This is an optimization exercise on Yosys and OpenROAD, whose aim is small area, a short achievable clock period and few clock cycles per item, not a production implementation.
Only simulation tests tie the RTL to the original design; equivalence was not proved.
No activity file was given, so power comes from the tool's default toggle rates.

==> flow/design.v (excerpt) <==
module round_robin_job_scheduler (
   input  logic        clock,
   input  logic        reset,
   input  logic        req_valid,
   output logic        req_ready,
   input  logic        req_action,
   input  logic [3:0]  req_arrive_job,
   input  logic [15:0] req_burst_length,
   input  logic [15:0] req_io_complete_mask,
   input  logic        req_needs_io,
   output logic        rsp_valid,
   input  logic        rsp_ready,
   output logic [2:0]  rsp_event_res,
   output logic [3:0]  rsp_job_slot,
   output logic [15:0] rsp_remaining_after,
   output logic [15:0] rsp_tick_now,
   output logic [15:0] rsp_first_start,
   output logic [15:0] rsp_finish_tick,
   output logic [15:0] rsp_running_ticks,
   output logic [15:0] rsp_ready_ticks,
   output logic [15:0] rsp_waiting_io_ticks,
   output logic        rsp_all_done,
   input  logic        csr_valid,
   output logic        csr_ready,
   input  logic [7:0]  csr_data
);
   localparam int NJ = 16;
   logic        iv_ff;
  ...
==> flow/config.mk <==
export PLATFORM = sky130hd
export DESIGN_NAME = round_robin_job_scheduler
export DESIGN_NICKNAME = round_robin_job_scheduler
export VERILOG_FILES = /design/flow/design.v
export SDC_FILE = /design/flow/constraint.sdc
export NUM_CORES = 4
export LEC_CHECK = 0
export CAP_MARGIN = 30
export CORE_MARGIN = 2
export CORE_UTILIZATION = 55
export CTS_CLUSTER_DIAMETER = 70
export CTS_CLUSTER_SIZE = 30
export PLACE_DENSITY = 0.7
export SETUP_SLACK_MARGIN = 5
export SLEW_MARGIN = 20
==> flow/constraint.sdc <==
create_clock -name core_clock -period 10.0 [get_ports {clock}]
set_input_delay 2.0000 -clock core_clock [delete_from_list [all_inputs] [get_ports {clock}]]
set_output_delay 2.0000 -clock core_clock [all_outputs]
set_load 0.01 [all_outputs]
standard.sh (not shown) runs the stock make flow with config.mk's settings and CLKGATE_MAP_FILE= SYNTH_SCRIPT=/design/flow/synth_recipe.tcl, a recipe that flattens the netlist after the stock synthesis.
==> flow/flow/run.sh <==
#!/bin/bash
set -o pipefail
sed -E 's/SETUP_SLACK_MARGIN=[0-9.]+/SETUP_SLACK_MARGIN=6/' standard.sh > standard_m6.sh
grep -q 'SETUP_SLACK_MARGIN=6' standard_m6.sh || exit 1
bash standard_m6.sh > standard.log 2>&1
Testbench counts at the start, summed over its fixed seeds: cycles 6,267, items 6,000.
Next try:
--- a/flow/design.v
+++ b/flow/design.v
@@ -112,13 +112,12 @@
    logic [3:0]    l_ff [NJ];
    logic [NJ-1:0] lv_ff;        
    logic          runv_ff;
    logic [3:0]    runs_ff;
    logic [3:0]    sq_ff;        
    logic [NJ-1:0] selq_ff;      
-   logic [NJ-1:0] selqn_ff;     
    logic [7:0]    slice_ff;
    logic [7:0]    tsl_ff;
    logic          expr_ff;      
    logic          expd_ff;      
    logic [15:0]   tick_ff;      
    logic [4:0]    act_ff;       
@@ -160,14 +159,14 @@
       rem_cur   = '0;
       run_cur   = '0;
       rdy_cur   = '0;
       iow_cur   = '0;
       start_cur = '0;
       for (int i = 0; i < NJ; i++) begin
-         rem_cur   |= !selqn_ff[i] ? rem_ff[i] : 16'd0;
-         run_cur   |= !selqn_ff[i] ? run_ff[i] : 16'd0;
+         rem_cur   |= sel_s[i] ? rem_ff[i] : 16'd0;
+         run_cur   |= sel_s[i] ? run_ff[i] : 16'd0;
          rdy_cur   |= sel_s[i] ? rdy_ff[i]   : 16'd0;
          iow_cur   |= sel_s[i] ? iow_ff[i]   : 16'd0;
          start_cur |= sel_s[i] ? start_ff[i] : 16'd0;
       end
    end
    assign rem_new   = rem_cur - 16'd1;           
@@ -324,13 +323,12 @@
             l_ff[p] <= l_ff[(p < NJ - 1) ? p + 1 : p];
          end
       end
       hd_ff   <= hd_nx;
       sq_ff   <= runv_nx ? s : hd_nx;
       selq_ff <= runv_nx ? sel_s : hdoh_nx;
-      selqn_ff <= ~(runv_nx ? sel_s : hdoh_nx);
       le1h_ff <= le1h_nx;
       newh_ff <= newh_nx;
       if (do_run) le1r_ff <= wd_le1;
    end
    logic [15:0] mask_cmp;
    always_comb begin
The new run finished clean.
Final cell count drops by 2.6%.
Sequential power drops by 2.5%.
Via count drops by 1.9%.
Area after synthesis drops by 0.46%.
Final area drops by 1.4%.
Wire length drops by about 4%.
Total power drops by about 1.3%.
Worst setup slack loses 110 ps.
Clock skew drops by 3.4 ps.
Testbench counts after the change, summed over its fixed seeds: cycles 6,267, items 6,000.

==> afterwards: timing with drivers on the ports <==
No port has a modelled driver above. Below, the same layouts with a new extraction and two added sets of constraints. Step 1: set_driving_cell puts a clkbuf_16 on clock and a buf_2 on each other input, an assumption about the parent block. Step 2 times the ports against the registers' clock, not the clock port: input delays grow and output delays shrink by t, the midpoint of the rising clock arrivals with the driver on. Three values: ideal, step 1, step 2; two values: the first two.
| run | t, ns | setup slack, ns | hold slack, ns | clock arrival spread, ns | cell pins on the clock port's net |
|---|---|---|---|---|---|
| the first run | 0.859 | 5.872 / 5.786 / 5.477 | 0.476 / 0.476 / 0.476 | 0.062 / 0.061 | 1 |
| the second run | 0.857 | 5.766 / 5.681 / 5.302 | 0.475 / 0.475 / 0.475 | 0.057 / 0.057 | 1 |
After both steps setup and hold are still met in every run listed. For the second run, which loses most, drivers alone change the setup slack by -0.085 ns; drivers and shift together by -0.464 ns.
